From an optimization exercise on the open Yosys and OpenROAD flow, aimed at small area, a short achievable clock period and few clock cycles per item; shortcuts taken in it are not production practice. At most, simulation tests tie the RTL to the original design; equivalence was not proved. Function not checked in runs 2 and 3: the RTL went through the layout flow alone.

==> flow/design.v (outline; a module is shown in full before it is edited, if it fits) <==
// module isqrt_seq: 23 lines
// module sq_tree: 1457 lines
// module absdiff: 33 lines
// module range_gen_2d: 231 lines
module range_gen_2d (
  input  logic         clk,
  input  logic         reset,
  input  logic         start,
  input  logic [W-1:0] x_tag,
  input  logic [W-1:0] y_tag,
  input  logic [W-1:0] x0,
  input  logic [W-1:0] x1,
  input  logic [W-1:0] x2,
  input  logic [W-1:0] x3,
  input  logic [W-1:0] y0,
  input  logic [W-1:0] y1,
  input  logic [W-1:0] y2,
  input  logic [W-1:0] y3,
  output logic         busy,
  output logic         done,
  output logic [W-1:0] r0,
  output logic [W-1:0] r1,
  output logic [W-1:0] r2,
  output logic [W-1:0] r3,
  output logic [3:0]   ovf
);
  // ...
==> flow/flow/run.sh <==
#!/bin/bash
# The standard layout (standard.sh) with changes to how it is made only:
#  - the port buffers that buffer_ports inserts are plain buf_1 cells;
#  - clock tree synthesis builds the tree from clkbuf_4/clkbuf_8 cells and
#    adds no dummy loads (ORFS's own CTS arguments otherwise).
# Constraints, period and every other setting are the standard flow's own. make's full
# output goes to standard.log here; ORFS's per-step logs stay under orfs/logs.
set -euo pipefail
bash standard.sh SETUP_SLACK_MARGIN=9.5 TNS_END_PERCENT=0 \
  "BUFFER_PORTS_ARGS=-buffer_cell sky130_fd_sc_hd__buf_1" \
  "CTS_ARGS=-sink_clustering_enable -repair_clock_nets -dont_use_dummy_load -buf_list {sky130_fd_sc_hd__clkbuf_4 sky130_fd_sc_hd__clkbuf_8}" \
  finish > standard.log 2>&1
==> flow/standard.sh <==
#!/bin/bash
# synth_recipe.tcl (not shown) runs the flow's synth.tcl, then flattens the netlist and writes it again
# the make line also repeats each setting of config.mk as NAME=value (left out here)
make -C /OpenROAD-flow-scripts/flow DESIGN_CONFIG=/design/flow/config.mk WORK_HOME=/design/flow/orfs CLKGATE_MAP_FILE= SYNTH_SCRIPT=/design/flow/synth_recipe.tcl "${@:-finish}"
==> flow/config.mk <==
export PLATFORM = sky130hd
export DESIGN_NAME = range_gen_2d
export DESIGN_NICKNAME = range_gen_2d
export VERILOG_FILES = /design/flow/design.v
export SDC_FILE = /design/flow/constraint.sdc
export NUM_CORES = 4
export LEC_CHECK = 0
export CAP_MARGIN = 20
export CORE_MARGIN = 2
export CORE_UTILIZATION = 40
export PLACE_DENSITY = 0.7
export SLEW_MARGIN = 20
==> flow/constraint.sdc <==
create_clock -name core_clock -period 13.0 [get_ports {clk}]
set_input_delay 2.6000 -clock core_clock [delete_from_list [all_inputs] [get_ports {clk}]]
set_output_delay 2.6000 -clock core_clock [all_outputs]
set_load 0.01 [all_outputs]
==> impl_metrics.csv, run 1 <==
group,metric,value,unit
clock_tree,numCtsBuffers,87,
clock_tree,hold_buffers,0,
clock_tree,cts_buffer_depth,3,
synth,syn-num-nets,4249,
synth,avgSynthCellArea,9.203,um2
cells_and_area,regArea,12330,um2
drt,wl_met1,41960,um
synth,synth_top_family_by_area,"adder cells",
synth,synthMuxAreaShare,4.678,%
sta,layout_worst_path_cycle_share,29.66,%
clock_tree,post_cts_resized,38,
status,status,"timing/DRC/antenna clean",
worst_setup_path,path_class,"flip-flop to primary output",
global_route,use_met2,33.91,%
synth,synth_top_area_cell,"dfxtp_1",
synth,synth_async_sr_flop_share,20.36,%
synth,ys_warn_count,2,
cells_and_area,drive_gt1_share,7.042,%
worst_setup_path,crit_chain,"buf_1",
drt,route.detailed.drc,0,
worst_setup_path,reg2reg_slack,9.14,ns
global_route,grt_pass1_wl,149800,um
cells_and_area,multi_input_area_share,53.51,%
cells_and_area,mostFrequentLayoutCells,"nand2_1 (469), inv_1 (333), nor2_1 (270)",
worst_setup_path,crit-reg2reg-launch,"ra_q[5]$_DFF_P_",
cells_and_area,multi_input_area,20200,um2
drt,top_layer,"met5",
clock_tree,root_buffer,"clkbuf_8",
sta,rsz0062_at_grt,"true",
placed_design,placed_area,36010,um2
cells_and_area,clockNetworkAreaShare,3.172,%
global_route,grt_antenna_before_repair,8,
cells_and_area,area_dominant_class,"multi-input gates",
cells_and_area,nNetsFinal,4428,
global_route,use_met3,6.052,%
clock_tree,clkSinkCount,506,
Testbench counts, summed over its fixed seeds: cycles 9,777, items 512.
==> module range_gen_2d, before the edit <==
module range_gen_2d (
  input  logic         clk,
  input  logic         reset,
  input  logic         start,
  input  logic [W-1:0] x_tag,
  input  logic [W-1:0] y_tag,
  input  logic [W-1:0] x0,
  input  logic [W-1:0] x1,
  input  logic [W-1:0] x2,
  input  logic [W-1:0] x3,
  input  logic [W-1:0] y0,
  input  logic [W-1:0] y1,
  input  logic [W-1:0] y2,
  input  logic [W-1:0] y3,
  output logic         busy,
  output logic         done,
  output logic [W-1:0] r0,
  output logic [W-1:0] r1,
  output logic [W-1:0] r2,
  output logic [W-1:0] r3,
  output logic [3:0]   ovf
);
  localparam int NIT = ROOT_W - 3;    
  logic         idle_q;             
  logic         busy_q, done_q, fin_q;
  logic [2:0]   c_q;                
  logic [3:0]   sel_q;              
  logic [3:0]   ld_q;               
  logic [3:0][3:0] n_q;             
  logic         busy_d, fin_d;
  logic [2:0]   c_d;
  logic [3:0][3:0] n_d;
  logic [W-1:0] tx_q, ty_q;
  logic [3:0][2*W-1:0] a_q;         
  logic [W-1:0] dx_q, dy_q;
  logic [SQ_W-1:0] ra_q, rb_q;
  logic [1:0]   z_q;                
  logic [3:0]   prem_q;             
  logic [2:0]   proot_q;            
  logic [3:0]   first_q;            
  logic [3:0][REM_W-1:0]  rem_q;
  logic [3:0][ROOT_W-1:0] root_q;
  logic [3:0][W-1:0] r_q;
  logic [3:0]   ovf_q;
  logic [3:0][2*W-1:0] a_in;
  logic [2*W-1:0] a_sel;
  logic [W-1:0] dx, dy;
  logic [SQ_W-1:0] ra, rb, sq;
  logic [1:0]   z;
  logic [2:0][3:0] pre_rem;
  logic [2:0][2:0] pre_root;
  logic [3:0]   rem0;
  logic [2:0]   root0;
  logic [2*W-1:0] rad0;
  logic [3:0]   act;
  logic         last3;
  logic [3:0][REM_W-1:0]  rem_n;
  logic [3:0][ROOT_W-1:0] root_n;
  logic [3:0][REM_W-1:0]  rem_i;
  logic [3:0][ROOT_W-1:0] root_i;
  assign a_in[0] = {x0, y0};
  assign a_in[1] = {x1, y1};
  assign a_in[2] = {x2, y2};
  assign a_in[3] = {x3, y3};
  always_comb begin
    a_sel = '0;
    for (int i = 0; i < 4; i++) begin
      a_sel = a_sel | (a_q[i] & {(2*W){sel_q[i]}});
    end
  end
  absdiff u_adx (.t(tx_q), .a(a_sel[2*W-1:W]), .d(dx));
  absdiff u_ady (.t(ty_q), .a(a_sel[W-1:0]),   .d(dy));
  sq_tree u_sq (
    .x  (dx_q),
    .y  (dy_q),
    .ra (ra),
    .rb (rb)
  );
  always_comb begin
    if (|{dx_q[W-1:W-2], dy_q[W-1:W-2]}) begin
      z = 2'd0;
    end else if (|{dx_q[W-3:W-4], dy_q[W-3:W-4]}) begin
      z = 2'd1;
    end else begin
      z = 2'd2;
    end
  end
  assign sq = ra_q + rb_q;
  genvar k;
  generate
    for (k = 0; k < 3; k++) begin : g_pre
      logic [REM_W-1:0]  rem1, rem2;
      logic [ROOT_W-1:0] root1, root2;
      isqrt_seq u_step1 (
        .rem    ('0),
        .root   ({{(ROOT_W-1){1'b0}}, sq[SQ_W-1-4*k]}),
        .pair   (sq[31-4*k:30-4*k]),
        .rem_n  (rem1),
        .root_n (root1)
      );
      isqrt_seq u_step2 (
        .rem    ({{(REM_W-2){1'b0}}, rem1[1:0]}),
        .root   ({{(ROOT_W-2){1'b0}}, root1[1:0]}),
        .pair   (sq[29-4*k:28-4*k]),
        .rem_n  (rem2),
        .root_n (root2)
      );
      assign pre_rem[k]  = rem2[3:0];
      assign pre_root[k] = root2[2:0];
    end
  endgenerate
  always_comb begin
    unique case (z_q)
      2'd1:    begin rem0 = pre_rem[1]; root0 = pre_root[1]; rad0 = {sq[2*W-9:0], 8'd0}; end
      2'd2:    begin rem0 = pre_rem[2]; root0 = pre_root[2]; rad0 = {sq[2*W-13:0], 12'd0}; end
      default: begin rem0 = pre_rem[0]; root0 = pre_root[0]; rad0 = {sq[2*W-5:0], 4'd0}; end
    endcase
  end
  assign last3 = (n_q[3] == 4'd1);
  generate
    for (k = 0; k < 4; k++) begin : g_eng
      assign act[k]  = |n_q[k];
      assign rem_i[k]  = rem_q[k]  | {{(REM_W-4){1'b0}},  prem_q  & {4{first_q[k]}}};
      assign root_i[k] = root_q[k] | {{(ROOT_W-3){1'b0}}, proot_q & {3{first_q[k]}}};
      isqrt_seq u_step (
        .rem    (rem_i[k]),
        .root   (root_i[k]),
        .pair   (a_q[k][2*W-1 -: 2]),
        .rem_n  (rem_n[k]),
        .root_n (root_n[k])
      );
    end
  endgenerate
  always_ff @(posedge clk) begin
    if (idle_q) begin
      tx_q <= x_tag;
      ty_q <= y_tag;
    end
    dx_q <= dx;
    dy_q <= dy;
    ra_q <= ra;
    rb_q <= rb;
    z_q  <= z;
    prem_q  <= rem0;
    proot_q <= root0;
    for (int i = 0; i < 4; i++) begin
      if (idle_q) begin
        a_q[i] <= a_in[i];
      end else if (ld_q[i]) begin
        a_q[i] <= rad0;
      end else if (act[i]) begin
        a_q[i] <= {a_q[i][2*W-3:0], 2'b00};
      end
      if (ld_q[i]) begin
        rem_q[i]  <= '0;
        root_q[i] <= '0;
      end else if (act[i]) begin
        rem_q[i]  <= rem_n[i];
        root_q[i] <= root_n[i];
      end
    end
  end
  always_comb begin
    busy_d = !idle_q;
    c_d    = (c_q == 3'd7) ? c_q : c_q + 3'd1;
    if (idle_q) begin
      busy_d = start;
      c_d    = '0;
    end else if (fin_q) begin
      busy_d = 1'b0;
    end
    fin_d = busy_d && !fin_q && (c_d >= 3'd6);
    for (int i = 0; i < 4; i++) begin
      if (ld_q[i]) begin
        n_d[i] = 4'(NIT) - {1'b0, z_q, 1'b0};
      end else if (act[i]) begin
        n_d[i] = n_q[i] - 4'd1;
      end else begin
        n_d[i] = n_q[i];
      end
      if (n_d[i] > ((i == 3) ? 4'd1 : 4'd0)) fin_d = 1'b0;
    end
  end
  always_ff @(posedge clk or negedge reset) begin
    if (!reset) begin
      idle_q <= 1'b1;
      busy_q <= 1'b0;
      done_q <= 1'b0;
      fin_q  <= 1'b0;
      c_q    <= '0;
      sel_q  <= '0;
      ld_q   <= '0;
      first_q <= '0;
      n_q    <= '0;
      r_q    <= '0;
      ovf_q  <= '0;
    end else begin
      idle_q <= !busy_d;
      busy_q <= busy_d;
      c_q    <= c_d;
      done_q <= fin_q;
      fin_q  <= fin_d;
      sel_q  <= idle_q ? 4'b0001 : {sel_q[2:0], 1'b0};
      for (int i = 0; i < 4; i++) begin
        ld_q[i] <= busy_d && (c_d == 3'(i + 2));
      end
      n_q    <= n_d;
      first_q <= ld_q;
      if (fin_q) begin
        for (int i = 0; i < 3; i++) begin
          r_q[i]   <= root_q[i][ROOT_W-1] ? SAT_MAX : root_q[i][W-1:0];
          ovf_q[i] <= root_q[i][ROOT_W-1];
        end
        if (last3) begin
          r_q[3]   <= root_n[3][ROOT_W-1] ? SAT_MAX : root_n[3][W-1:0];
          ovf_q[3] <= root_n[3][ROOT_W-1];
        end else begin
          r_q[3]   <= root_q[3][ROOT_W-1] ? SAT_MAX : root_q[3][W-1:0];
          ovf_q[3] <= root_q[3][ROOT_W-1];
        end
      end
    end
  end
  assign busy = busy_q;
  assign done = done_q;
  assign r0   = r_q[0];
  assign r1   = r_q[1];
  assign r2   = r_q[2];
  assign r3   = r_q[3];
  assign ovf  = ovf_q;
endmodule
==> inputs of run 2 (changes only) <==
--- a/flow/design.v
+++ b/flow/design.v
@@ -1548,3 +1548,3 @@
   logic [2:0]   c_q;                
-  logic [3:0]   sel_q;              
+  logic         rot_q;              
   logic [3:0]   ld_q;               
@@ -1559,5 +1559,2 @@
   logic [1:0]   z_q;                
-  logic [3:0]   prem_q;             
-  logic [2:0]   proot_q;            
-  logic [3:0]   first_q;            
   logic [3:0][REM_W-1:0]  rem_q;
@@ -1567,3 +1564,2 @@
   logic [3:0][2*W-1:0] a_in;
-  logic [2*W-1:0] a_sel;
   logic [W-1:0] dx, dy;
@@ -1577,7 +1573,5 @@
   logic [3:0]   act;
-  logic         last3;
+  logic         last0;
   logic [3:0][REM_W-1:0]  rem_n;
   logic [3:0][ROOT_W-1:0] root_n;
-  logic [3:0][REM_W-1:0]  rem_i;
-  logic [3:0][ROOT_W-1:0] root_i;
   assign a_in[0] = {x0, y0};
@@ -1586,10 +1580,4 @@
   assign a_in[3] = {x3, y3};
-  always_comb begin
-    a_sel = '0;
-    for (int i = 0; i < 4; i++) begin
-      a_sel = a_sel | (a_q[i] & {(2*W){sel_q[i]}});
-    end
-  end
-  absdiff u_adx (.t(tx_q), .a(a_sel[2*W-1:W]), .d(dx));
-  absdiff u_ady (.t(ty_q), .a(a_sel[W-1:0]),   .d(dy));
+  absdiff u_adx (.t(tx_q), .a(a_q[0][2*W-1:W]), .d(dx));
+  absdiff u_ady (.t(ty_q), .a(a_q[0][W-1:0]),   .d(dy));
   sq_tree u_sq (
@@ -1640,3 +1628,3 @@
   end
-  assign last3 = (n_q[3] == 4'd1);
+  assign last0 = (n_q[0] == 4'd1);
   generate
@@ -1644,7 +1632,5 @@
       assign act[k]  = |n_q[k];
-      assign rem_i[k]  = rem_q[k]  | {{(REM_W-4){1'b0}},  prem_q  & {4{first_q[k]}}};
-      assign root_i[k] = root_q[k] | {{(ROOT_W-3){1'b0}}, proot_q & {3{first_q[k]}}};
       isqrt_seq u_step (
-        .rem    (rem_i[k]),
-        .root   (root_i[k]),
+        .rem    (rem_q[k]),
+        .root   (root_q[k]),
         .pair   (a_q[k][2*W-1 -: 2]),
@@ -1665,4 +1651,2 @@
     z_q  <= z;
-    prem_q  <= rem0;
-    proot_q <= root0;
     for (int i = 0; i < 4; i++) begin
@@ -1672,2 +1656,4 @@
         a_q[i] <= rad0;
+      end else if (rot_q && i < 3) begin
+        a_q[i] <= a_q[(i < 3) ? i + 1 : i];
       end else if (act[i]) begin
@@ -1676,4 +1662,4 @@
       if (ld_q[i]) begin
-        rem_q[i]  <= '0;
-        root_q[i] <= '0;
+        rem_q[i]  <= {{(REM_W-4){1'b0}}, rem0};
+        root_q[i] <= {{(ROOT_W-3){1'b0}}, root0};
       end else if (act[i]) begin
@@ -1702,3 +1688,3 @@
       end
-      if (n_d[i] > ((i == 3) ? 4'd1 : 4'd0)) fin_d = 1'b0;
+      if (n_d[i] > ((i == 0) ? 4'd1 : 4'd0)) fin_d = 1'b0;
     end
@@ -1712,5 +1698,4 @@
       c_q    <= '0;
-      sel_q  <= '0;
+      rot_q  <= 1'b0;
       ld_q   <= '0;
-      first_q <= '0;
       n_q    <= '0;
@@ -1724,19 +1709,18 @@
       fin_q  <= fin_d;
-      sel_q  <= idle_q ? 4'b0001 : {sel_q[2:0], 1'b0};
+      rot_q  <= busy_d && (c_d <= 3'd2);
       for (int i = 0; i < 4; i++) begin
-        ld_q[i] <= busy_d && (c_d == 3'(i + 2));
+        ld_q[i] <= busy_d && (c_d == 3'(5 - i));
       end
       n_q    <= n_d;
-      first_q <= ld_q;
       if (fin_q) begin
-        for (int i = 0; i < 3; i++) begin
-          r_q[i]   <= root_q[i][ROOT_W-1] ? SAT_MAX : root_q[i][W-1:0];
-          ovf_q[i] <= root_q[i][ROOT_W-1];
+        for (int i = 1; i < 4; i++) begin
+          r_q[3-i]   <= root_q[i][ROOT_W-1] ? SAT_MAX : root_q[i][W-1:0];
+          ovf_q[3-i] <= root_q[i][ROOT_W-1];
         end
-        if (last3) begin
-          r_q[3]   <= root_n[3][ROOT_W-1] ? SAT_MAX : root_n[3][W-1:0];
-          ovf_q[3] <= root_n[3][ROOT_W-1];
+        if (last0) begin
+          r_q[3]   <= root_n[0][ROOT_W-1] ? SAT_MAX : root_n[0][W-1:0];
+          ovf_q[3] <= root_n[0][ROOT_W-1];
         end else begin
-          r_q[3]   <= root_q[3][ROOT_W-1] ? SAT_MAX : root_q[3][W-1:0];
-          ovf_q[3] <= root_q[3][ROOT_W-1];
+          r_q[3]   <= root_q[0][ROOT_W-1] ? SAT_MAX : root_q[0][W-1:0];
+          ovf_q[3] <= root_q[0][ROOT_W-1];
         end
--- a/flow/flow/run.sh
+++ b/flow/flow/run.sh
@@ -2,3 +2,3 @@
 # The standard layout (standard.sh) with changes to how it is made only:
-#  - the port buffers that buffer_ports inserts are plain buf_1 cells;
+#  - the port buffers that buffer_ports inserts are plain buf_2 cells;
 #  - clock tree synthesis builds the tree from clkbuf_4/clkbuf_8 cells and
@@ -9,3 +9,3 @@
 bash standard.sh SETUP_SLACK_MARGIN=9.5 TNS_END_PERCENT=0 \
-  "BUFFER_PORTS_ARGS=-buffer_cell sky130_fd_sc_hd__buf_1" \
+  "BUFFER_PORTS_ARGS=-buffer_cell sky130_fd_sc_hd__buf_2" \
   "CTS_ARGS=-sink_clustering_enable -repair_clock_nets -dont_use_dummy_load -buf_list {sky130_fd_sc_hd__clkbuf_4 sky130_fd_sc_hd__clkbuf_8}" \
--- a/flow/config.mk
+++ b/flow/config.mk
@@ -10,3 +10,2 @@
 export CORE_UTILIZATION = 40
-export PLACE_DENSITY = 0.7
 export SLEW_MARGIN = 20
==> run 2 against run 1 <==
- largest cell class unchanged
- area after synthesis is 0.87% higher
- sequential share of layout area is 0.73 points lower
- register-to-register slack worse by 0.34 ns
- highest routed layer unchanged
- worst setup slack worse by 0.34 ns
- cell count is 3.3% higher
- critical path type is now flip-flop to flip-flop
- clock-buffer cell count is 2 higher
- die area is 0.86% higher
- global-route usage is 0.21 points lower
- clock skew is 0.032 ns higher
==> impl_metrics.csv, run 2 <==
group,metric,value,unit
sta,layout_worst_path_cycle_share,32.30,%
cells_and_area,drive_gt1_share,12.94,%
worst_setup_path,worstReg2RegEnd,"rem_q[36]$_DFFE_PP_",
clock_tree,cts_buffer_depth,3,
status,status,"timing/DRC/antenna clean",
cells_and_area,largest_reg_flops,128,
worst_hold_path,hp-class,"flip-flop to flip-flop",
cells_and_area,reg_top3,"a_q: 128 flops, rem_q: 72 flops, root_q: 68 flops",
clock_tree,clkTransAtPathRegs,0.06,ns
drt,routedWlPerCell,18.98,um
die,die_w,297.6,um
synth,ys_seq_area_share,35.42,%
clock_tree,root_buffer,"clkbuf_8",
synth,yosysMostFrequentCell,"nand2_1",
worst_setup_path,path_max_fanout,6,
cells_and_area,fill_cells,8424,
cells_and_area,final_common_cell,"nand2_1",
cells_and_area,nNetsFinal,4593,
clock_tree,numCtsBuffers,89,
drt,route.detailed.drc,0,
synth,synth-edff-count,188,
sta,whs,0.4545,ns
sta,rsz0062_at_grt,"true",
worst_setup_path,crit_path_end_kind,"flip-flop",
drt,vias,28000,
worst_setup_path,critPathMaxStageDelay,0.47,ns
synth,synth_top_area_cell,"edfxtp_1",
synth,synth_cell_types,95,
die,start_util,40.43,%
die,row_count,107,
synth,ys_seq_elements,492,
synth,synth_area,34480,um2
synth,netlist_instances,3887,
clock_tree,clkSinkCount,492,
clock_tree,tritoncts,"built",
cells_and_area,mostFrequentLayoutCells,"nand2_1 (497), inv_1 (405), nor2_1 (330)",
sta,worst_pin_slew,1.184,ns
worst_hold_path,hold_depth,2,
synth,synth_async_sr_flop_share,19.51,%
die,ios,233,
synth,ys_top_cells_by_area,"edfxtp_1 (16%), dfxtp_1 (12%), fa_1 (11%)",
sta,tns,0,ns
die,die-area,88560,um2
worst_setup_path,crit_chain,"ha_4 > a211oi_4 > o211ai_1 > a221o_2 > buf_6 > o2111ai_4 > a21oi_2 > a221oi_2 > mux2i_2 > o2bb2ai_2 > inv_2 > ha_4 > o21ai_1 > o221a_4 > xnor2_2 > mux2i_2 > buf_4 > a21oi_1",
global_route,gr-total-overflow,0,
sta,finalHoldViolations,0,
cells_and_area,top_register,"a_q",
sta,slew_violations,0,
clock_tree,htreeDepth,3,
worst_setup_path,critical_path_arrival,4.53,ns
global_route,grt_use_total,21.90,%
sta,finalCriticalPeriod,4.199,ns
drt,viasPerCell,5.381,
job,maxCapViolCount,0,
sta,fin_skew,0.1124,ns
die,chipHeight,297.6,um
synth,syn-num-nets,4421,
worst_hold_path,hold_path_end,"root_q[26]$_SDFFE_PP0N_",
worst_setup_path,reg2reg_slack,8.80,ns
sta,fmax,0.2381,GHz
worst_setup_path,path_class,"flip-flop to flip-flop",
drt,firstDrtPassIters,7,
synth,synth_top_area_share,16.37,%
worst_setup_path,cp.required,13.33,ns
placed_design,numPortBuffers,232,
drt,ant_nets,0,
synth,avgSynthCellArea,8.870,um2
cells_and_area,final_util,45.02,%
global_route,grt_pass1_wl,154000,um
worst_setup_path,worstRegToRegCells,18,
global_route,grt_antenna_before_repair,6,
worst_setup_path,cp_slowest_cell,"a221o_2",
global_route,grt_pass1_vias,27150,
die,coreArea,85280,um2
worst_setup_path,crit-reg2reg-launch,"rb_q[3]$_DFF_P_",
placed_design,hpwl,71300,um
sta,slew_headroom,20.23,%
clock_tree,clkLatencyLatePin,0.71,ns
sta,setup_violations,0,
drt,drtIter0Drc,2208,
synth,netlist_top_cells_count,"nand2_1 (500), inv_1 (408), nor2_1 (333), a21oi_1 (257), o21ai_0 (229)",
cells_and_area,syn_to_final_growth,11.36,%
placed_design,gp_congestion,0.8660,
drt,wl,98750,um
synth,synth_flop_cell,"dfxtp_1",
worst_setup_path,worst_setup_path_start_kind,"flip-flop",
worst_hold_path,min_from,"root_q[25]$_SDFFE_PP0N_",
synth,ys_warn_count,2,
global_route,grt_max_degree,200,
## run 2: cell types whose count changed in the layout (fill, tap and decap cells not counted), moves of 18 or more
cell      before  now
nor2_1       270  330
nand2_1      469  497
a211oi_1      90   63
nand3_1       29   47
buf_2          3  231
dfxtp_1      218  190
buf_1        228    0
a221oi_1      28   10
a31oi_1       58   91
inv_1        333  405
a22o_1        33   10
edfxtp_1     160  188
a21oi_1      191  249
## run 2: critical path, delay by kind of cell (launching register included)
family                   cells  cell delay, ns
buffers and inverters        3            0.39
AO/OA/AOI/OAI               10            2.09
flip-flops                   1            0.36
XOR/XNOR                     1            0.14
adder cells (fa/ha/maj)      2            0.55
multiplexers                 2            0.27
## run 2: area by class of cell
cell class	count	area, um2	area share, %
Sequential cell	492	12260	31.94
Tap cell	1144	1431	3.728
Multi-Input combinational cell	2775	20310	52.90
Inverter	414	1559	4.060
Clock buffer	89	1225	3.190
Timing Repair Buffer	287	1600	4.168
Antenna cell	2	5.005	0.01303
## run 2: repair_timing
action	CTS	global route
endpoints found under the setup margin	204	249
hold endpoints to repair	0	0
gates resized for setup	42	25
buffers inserted	19	9
hold buffers	0	0
pin swaps	24	24
## run 2: worst max path at each step
| stage | start | to | slack [ns] |
|---|---|---|---|
| after global placement | rb_q[3]$_DFF_P_ | rem_q[54]$_DFFE_PP_ | 8.62 |
| final | rb_q[3]$_DFF_P_ | rem_q[36]$_DFFE_PP_ | 8.80 |
| after floorplan | dx_q[6]$_DFF_P_ | rb_q[19]$_DFF_P_ | 9.26 |
| after CTS | ra_q[3]$_DFF_P_ | rem_q[39]$_DFFE_PP_ | 8.80 |
| after global routing | rb_q[6]$_DFF_P_ | rem_q[36]$_DFFE_PP_ | 8.68 |
| after detailed placement | rb_q[3]$_DFF_P_ | rem_q[57]$_DFFE_PP_ | 8.54 |
## run 2: per-layer routing
metal	wire, um	up-vias	global-route usage [%]
met1	45800	13580	30.85
met3	6474	139	3.988
met2	44880	794	35.05
met5	13	-	0
met4	1576	2	4.702
li1	-	13490	-
## run 2: through the flow
step	instances	setup slack, ns	area (um2)
2_1_floorplan	3887	9.258	34760
3_3_place_gp	5083	8.625	36680
3_5_place_dp	5084	8.536	36700
4_1_cts	5192	8.797	38240
5_1_grt	5203	8.681	38400
6_report	5203	8.801	38400
## run 2: kinds of logic (layout without fill, tap and decap cells)
logic type | Yosys count | in the layout | synth area share, %
multiplexers | 155 | 155 | 4.569
flip-flops | 492 | 492 | 35.42
AO/OA/AOI/OAI | 873 | 873 | 15.83
XOR/XNOR | 131 | 131 | 3.349
buffers and inverters | 620 | 790 | 6.829
other | 0 | 2 | 0
adder cells (fa/ha/maj) | 371 | 371 | 17.69
AND/OR/NAND/NOR | 1245 | 1245 | 16.32
==> inputs of run 3 (changes only) <==
==> flow/design.v (replaced) <==
package range_gen_pkg;
  localparam int W      = 16;         
  localparam int SQ_W   = 2 * W + 1;  
  localparam int ROOT_W = W + 1;      
  localparam int REM_W  = ROOT_W + 1; 
  localparam logic [W-1:0] SAT_MAX = '1;
endpackage
import range_gen_pkg::*;
module isqrt_seq (
  input  logic [REM_W-1:0]  rem,
  input  logic [ROOT_W-1:0] root,
  input  logic [1:0]        pair,
  output logic [REM_W-1:0]  rem_n,
  output logic [ROOT_W-1:0] root_n
);
  logic [REM_W+1:0] rem_sh;   
  logic [REM_W+1:0] trial;    
  logic [REM_W+2:0] diff;     
  always_comb begin
    rem_sh = {rem, pair};
    trial  = {1'b0, root, 2'b01};
    diff   = {1'b0, rem_sh} - {1'b0, trial};
    if (!diff[REM_W+2]) begin
      rem_n  = diff[REM_W-1:0];
      root_n = {root[ROOT_W-2:0], 1'b1};
    end else begin
      rem_n  = rem_sh[REM_W-1:0];
      root_n = {root[ROOT_W-2:0], 1'b0};
    end
  end
endmodule
import range_gen_pkg::*;
module range_gen_2d (
  input  logic         clk,
  input  logic         reset,
  input  logic         start,
  input  logic [W-1:0] x_tag,
  input  logic [W-1:0] y_tag,
  input  logic [W-1:0] x0,
  input  logic [W-1:0] x1,
  input  logic [W-1:0] x2,
  input  logic [W-1:0] x3,
  input  logic [W-1:0] y0,
  input  logic [W-1:0] y1,
  input  logic [W-1:0] y2,
  input  logic [W-1:0] y3,
  output logic         busy,
  output logic         done,
  output logic [W-1:0] r0,
  output logic [W-1:0] r1,
  output logic [W-1:0] r2,
  output logic [W-1:0] r3,
  output logic [3:0]   ovf
);
  localparam logic [4:0] LAST = 5'd20;
  logic         busy_q, done_q;
  logic [4:0]   c_q;
  logic [W-1:0] tx_q, ty_q;
  logic [3:0][2*W-1:0] a_q;       
  logic [W-1:0] dx_q, dy_q;
  logic [3:0][REM_W-1:0]  rem_q;
  logic [3:0][ROOT_W-1:0] root_q;
  logic [3:0][W-1:0] r_q;
  logic [3:0]   ovf_q;
  logic         accept;
  logic [3:0][2*W-1:0] a_in;
  logic [2*W-1:0] a_sel;
  logic [W:0]   ddx, ddy;
  logic [W-1:0] dx, dy;
  logic [2*W-1:0] sqx, sqy;
  logic [SQ_W-1:0] sq;
  logic [3:0]   ld, act;
  logic [3:0][REM_W-1:0]  rem_n;
  logic [3:0][ROOT_W-1:0] root_n;
  assign accept = start && !busy_q;
  assign a_in[0] = {x0, y0};
  assign a_in[1] = {x1, y1};
  assign a_in[2] = {x2, y2};
  assign a_in[3] = {x3, y3};
  always_comb begin
    a_sel = a_q[c_q[1:0]];
    ddx = {1'b0, tx_q} - {1'b0, a_sel[2*W-1:W]};
    ddy = {1'b0, ty_q} - {1'b0, a_sel[W-1:0]};
    dx  = ddx[W] ? -ddx[W-1:0] : ddx[W-1:0];
    dy  = ddy[W] ? -ddy[W-1:0] : ddy[W-1:0];
  end
  always_comb begin
    sq = '0;
    for (int i = 0; i < W; i++) begin
      sq = sq + ({{(SQ_W-1){1'b0}}, dx_q[i]} << (2*i))
              + ({{(SQ_W-1){1'b0}}, dy_q[i]} << (2*i));
      for (int j = i + 1; j < W; j++) begin
        sq = sq + ({{(SQ_W-1){1'b0}}, dx_q[i] & dx_q[j]} << (i+j+1))
                + ({{(SQ_W-1){1'b0}}, dy_q[i] & dy_q[j]} << (i+j+1));
      end
    end
  end
  genvar k;
  generate
    for (k = 0; k < 4; k++) begin : g_eng
      assign ld[k]  = busy_q && (c_q == 5'(k + 1));
      assign act[k] = busy_q && (c_q >= 5'(k + 2)) && (c_q <= 5'(k + 17));
      isqrt_seq u_step (
        .rem    (rem_q[k]),
        .root   (root_q[k]),
        .pair   (a_q[k][2*W-1 -: 2]),
        .rem_n  (rem_n[k]),
        .root_n (root_n[k])
      );
    end
  endgenerate
  always_ff @(posedge clk) begin
    if (accept) begin
      tx_q <= x_tag;
      ty_q <= y_tag;
    end
    dx_q <= dx;
    dy_q <= dy;
    for (int i = 0; i < 4; i++) begin
      if (accept) begin
        a_q[i] <= a_in[i];
      end else if (ld[i]) begin
        a_q[i] <= sq[2*W-1:0];
      end else if (act[i]) begin
        a_q[i] <= {a_q[i][2*W-3:0], 2'b00};
      end
      if (ld[i]) begin
        rem_q[i]  <= '0;
        root_q[i] <= {{(ROOT_W-1){1'b0}}, sq[SQ_W-1]};
      end else if (act[i]) begin
        rem_q[i]  <= rem_n[i];
        root_q[i] <= root_n[i];
      end
    end
  end
  always_ff @(posedge clk or negedge reset) begin
    if (!reset) begin
      busy_q <= 1'b0;
      done_q <= 1'b0;
      c_q    <= '0;
      r_q    <= '0;
      ovf_q  <= '0;
    end else begin
      done_q <= 1'b0;
      if (accept) begin
        busy_q <= 1'b1;
        c_q    <= '0;
      end else if (busy_q) begin
        c_q <= c_q + 5'd1;
        if (c_q == LAST) begin
          busy_q <= 1'b0;
          done_q <= 1'b1;
          for (int i = 0; i < 3; i++) begin
            r_q[i]   <= root_q[i][ROOT_W-1] ? SAT_MAX : root_q[i][W-1:0];
            ovf_q[i] <= root_q[i][ROOT_W-1];
          end
          r_q[3]   <= root_n[3][ROOT_W-1] ? SAT_MAX : root_n[3][W-1:0];
          ovf_q[3] <= root_n[3][ROOT_W-1];
        end
      end
    end
  end
  assign busy = busy_q;
  assign done = done_q;
  assign r0   = r_q[0];
  assign r1   = r_q[1];
  assign r2   = r_q[2];
  assign r3   = r_q[3];
  assign ovf  = ovf_q;
endmodule
==> flow/run.sh (new file) <==
#!/bin/bash
# synth_recipe.tcl (not shown) runs the flow's synth.tcl, then flattens the netlist and writes it again
# the make line also repeats each setting of config.mk as NAME=value (left out here)
make -C /OpenROAD-flow-scripts/flow DESIGN_CONFIG=/design/flow/config.mk WORK_HOME=/design/flow/orfs CLKGATE_MAP_FILE= SYNTH_SCRIPT=/design/flow/synth_recipe.tcl finish
removed: flow/flow/run.sh
removed: flow/standard.sh
==> run 3 against run 2 <==
- still clean on timing, DRC and antenna
- first-iteration DRC count fell by 16%
- sequential share of layout area shrank 3.6 points
- routed wire length down 5.3%
- synthesized cell count is 12% lower
- via count fell by 10%
- die area fell by 10%
- non-clock buffer count shrank 29
- register-to-register slack worse by 3.0 ns
==> impl_metrics.csv, run 3 <==
group,metric,value,unit
synth,ys_warn_count,2,
worst_setup_path,worstPathBufferInverterCount,4,
worst_setup_path,worstSetupStartpoint,"dy_q[7]$_DFF_P_",
worst_setup_path,path_class,"flip-flop to flip-flop",
global_route,gr-total-overflow,0,
placed_design,preCtsSetupSlack,5.837,ns
global_route,grt_pass1_wl,144500,um
sta,finalHoldViolations,0,
synth,yosysMostFrequentCell,"nand2_1",
cells_and_area,largest_reg_flops,128,
sta,rsz0062_at_grt,"false",
worst_setup_path,cpMostUsedCell,"fa_1",
synth,avgSynthCellArea,9.033,um2
sta,slew_violations,0,
global_route,grt_use_total,23.69,%
die,die-area,79380,um2
clock_tree,hold_buffers,0,
worst_setup_path,path_max_fanout,14,
placed_design,gp_congestion,0.8953,
global_route,grt_pass1_vias,24710,
placed_design,placed_area,34100,um2
drt,route.detailed.drc,0,
clock_tree,tritoncts,"built",
cells_and_area,mostFrequentLayoutCells,"nand2_1 (464), inv_1 (381), nor2_1 (273)",
placed_design,dp.cells,4530,
worst_hold_path,min_from,"root_q[67]$_SDFFE_PP0P_",
worst_setup_path,critical_path.top_delay_family,"adder cells",
sta,slew_headroom,27.26,%
worst_setup_path,crit_path_end_kind,"flip-flop",
worst_setup_path,crit_chain,"inv_1 > fa_1 > inv_1 > fa_1 > fa_1 > fa_1 > fa_1 > inv_1 > fa_1 > inv_1 > ha_1 > a21o_1 > a21oi_1 > o21bai_1 > a22oi_1 > a31oi_1 > a311oi_1 > o21bai_1 > xnor2_1 > a21oi_1",
worst_setup_path,cp.required,13.31,ns
die,ios,233,
synth,synth_area,30860,um2
synth,synth_top_area_share,15.96,%
die,die_w,281.7,um
sta,fmax,0.1382,GHz
drt,wl,93530,um
clock_tree,clkSinkCount,407,
drt,routedWlPerCell,20.22,um
worst_hold_path,hold_depth,2,
synth,ys_seq_elements,407,
worst_hold_path,hp-class,"flip-flop to flip-flop",
die,row_count,101,
synth,syn-num-nets,4004,
cells_and_area,multi_input_area,18670,um2
clock_tree,clkTransAtPathRegs,0.06,ns
sta,setup_violations,0,
die,coreArea,76200,um2
worst_setup_path,worstReg2RegEnd,"root_q[0]$_DFFE_PP_",
synth,netlist_instances,3416,
worst_setup_path,critical_path_arrival,7.55,ns
synth,synth_flop_cell,"dfxtp_1",
cells_and_area,nNetsFinal,4138,
synth,synth_top_area_cell,"edfxtp_1",
clock_tree,cts_buffer_depth,3,
worst_setup_path,critPathMaxStageDelay,0.79,ns
clock_tree,post_cts_resized,0,
sta,layout_worst_path_cycle_share,55.68,%
placed_design,hpwl,69010,um
worst_setup_path,reg2reg_slack,5.76,ns
die,chipHeight,281.7,um
cells_and_area,syn_to_final_growth,16.17,%
worst_hold_path,hold_path_end,"root_q[67]$_SDFFE_PP0P_",
global_route,grt_antenna_before_repair,7,
global_route,grt_max_degree,93,
synth,ys_top_cells_by_area,"edfxtp_1 (16%), fa_1 (14%), dfxtp_1 (11%)",
drt,ant_nets,0,
cells_and_area,fill_cells,7285,
sta,setup_ws,5.762,ns
worst_setup_path,worst_setup_path_start_kind,"flip-flop",
clock_tree,clkLatencyLatePin,0.61,ns
drt,vias,25160,
placed_design,numPortBuffers,232,
drt,drtIter0Drc,1860,
cells_and_area,final_common_cell,"nand2_1",
synth,netlist_top_cells_count,"nand2_1 (468), inv_1 (381), nor2_1 (276), a21oi_1 (243), fa_1 (215)",
clock_tree,numCtsBuffers,48,
sta,fin_skew,0.02666,ns
clock_tree,cts_setup_buffers,0,
cells_and_area,regArea,10170,um2
cells_and_area,fin_cells,4625,
worst_setup_path,cp_slowest_cell,"dfxtp_1",
sta,finalCriticalPeriod,7.238,ns
job,maxCapViolCount,0,
drt,firstDrtPassIters,5,
status,status,"timing/DRC/antenna clean",
worst_setup_path,path_depth,20,
clock_tree,htreeDepth,2,
synth,ys_seq_area_share,32.94,%
cells_and_area,reg_top3,"a_q: 128 flops, rem_q: 72 flops, root_q: 68 flops",
drt,viasPerCell,5.440,
synth,synth_async_sr_flop_share,18.43,%
sta,worst_pin_slew,1.091,ns
sta,whs,0.4533,ns
cells_and_area,postLayoutCellArea,35850,um2
cells_and_area,top_register,"a_q",
die,start_util,40.49,%
worst_setup_path,worstRegToRegCells,20,
worst_setup_path,crit-reg2reg-launch,"dy_q[7]$_DFF_P_",
synth,synth_cell_types,82,
synth,synth-edff-count,164,
sta,tns,0,ns
clock_tree,root_buffer,"clkbuf_16",
cells_and_area,drive_gt1_share,5.237,%
==> run 3: worst max path at each step <==
stage / endpoint / slack, ns
finish: root_q[0]$_DFFE_PP_ / 5.76
global route: root_q[0]$_DFFE_PP_ / 5.30
CTS: root_q[0]$_DFFE_PP_ / 5.78
detailed placement: root_q[0]$_DFFE_PP_ / 5.84
global placement: root_q[51]$_DFFE_PP_ / 5.90
floorplan: a_q[94]$_DFFE_PP_ / 6.86
==> run 3: per-stage QoR <==
stage / util (%)
5_1_grt: 47.03
3_5_place_dp: 44.74
3_3_place_gp: 44.74
4_1_cts: 47.02
2_1_floorplan: -
6_report: 47.04
==> run 3: layer usage <==
| layer | global-route usage [%] | up-vias | wire length [um] |
|---|---|---|---|
| met5 | 0 | - | 40 |
| met4 | 7.420 | 6 | 2731 |
| met3 | 6.695 | 149 | 8695 |
| met2 | 35.46 | 861 | 40670 |
| met1 | 33.11 | 12220 | 41390 |
| li1 | - | 11930 | - |
==> run 3: logic make-up after synthesis <==
family          count (synthesis)  share of synthesized area, %
buf+inv                       561                         6.836
mux                            60                         3.268
flops                         407                         32.94
simple gates                 1044                         14.89
fa+ha+maj                     425                         22.46
compound gates                790                         15.94
xor+xnor                      129                         3.661
==> run 3: layout make-up <==
type / count / area share [%]
sequential: 407 / 28.36
timing repair buffer: 258 / 7.026
tap: 1030 / 3.595
antenna: 5 / 0.03490
multi-input combinational: 2448 / 52.08
clock buffer: 67 / 3.979
clock inverter: 23 / 0.8656
inverter: 387 / 4.059
==> run 3: worst min-delay path: cells and delay by family, from the launching register on <==
kind | cells | cell delay, ns
and+or+nand+nor | 1 | 0.05
AOI/OAI and AO/OA | 1 | 0.05
DFF | 1 | 0.30

what the ideal ports hide:
No port has a modelled driver above. Below, the same layouts with a new extraction and two added sets of constraints.
Step 1 sets driving cells, clkbuf_16 on the clock port and buf_2 on the other inputs (assumed; they add their load-dependent delay and slew).
Step 2 also shifts input and output timing later by t, the mid clock arrival at the registers, as if the neighbouring blocks saw the same clock.
a / b / c = no drivers / after step 1 / after step 2; a / b = the first two.
run	t, ns	setup slack, ns	hold slack, ns	worst setup path after step 2
run 1	0.737	9.144 / 9.081 / 9.077	0.420 / 0.420 / 0.420	input, reset recovery
run 2	0.731	8.801 / 8.801 / 8.801	0.455 / 0.455 / 0.455	register to register
run 3	0.664	5.762 / 5.762 / 5.762	0.453 / 0.453 / 0.453	register to register
After both steps setup and hold are still met in every run listed. For run 1, which loses most, drivers alone change the setup slack by -0.063 ns; drivers and shift together by -0.067 ns. The worst setup slack also covers recovery checks on asynchronous resets.
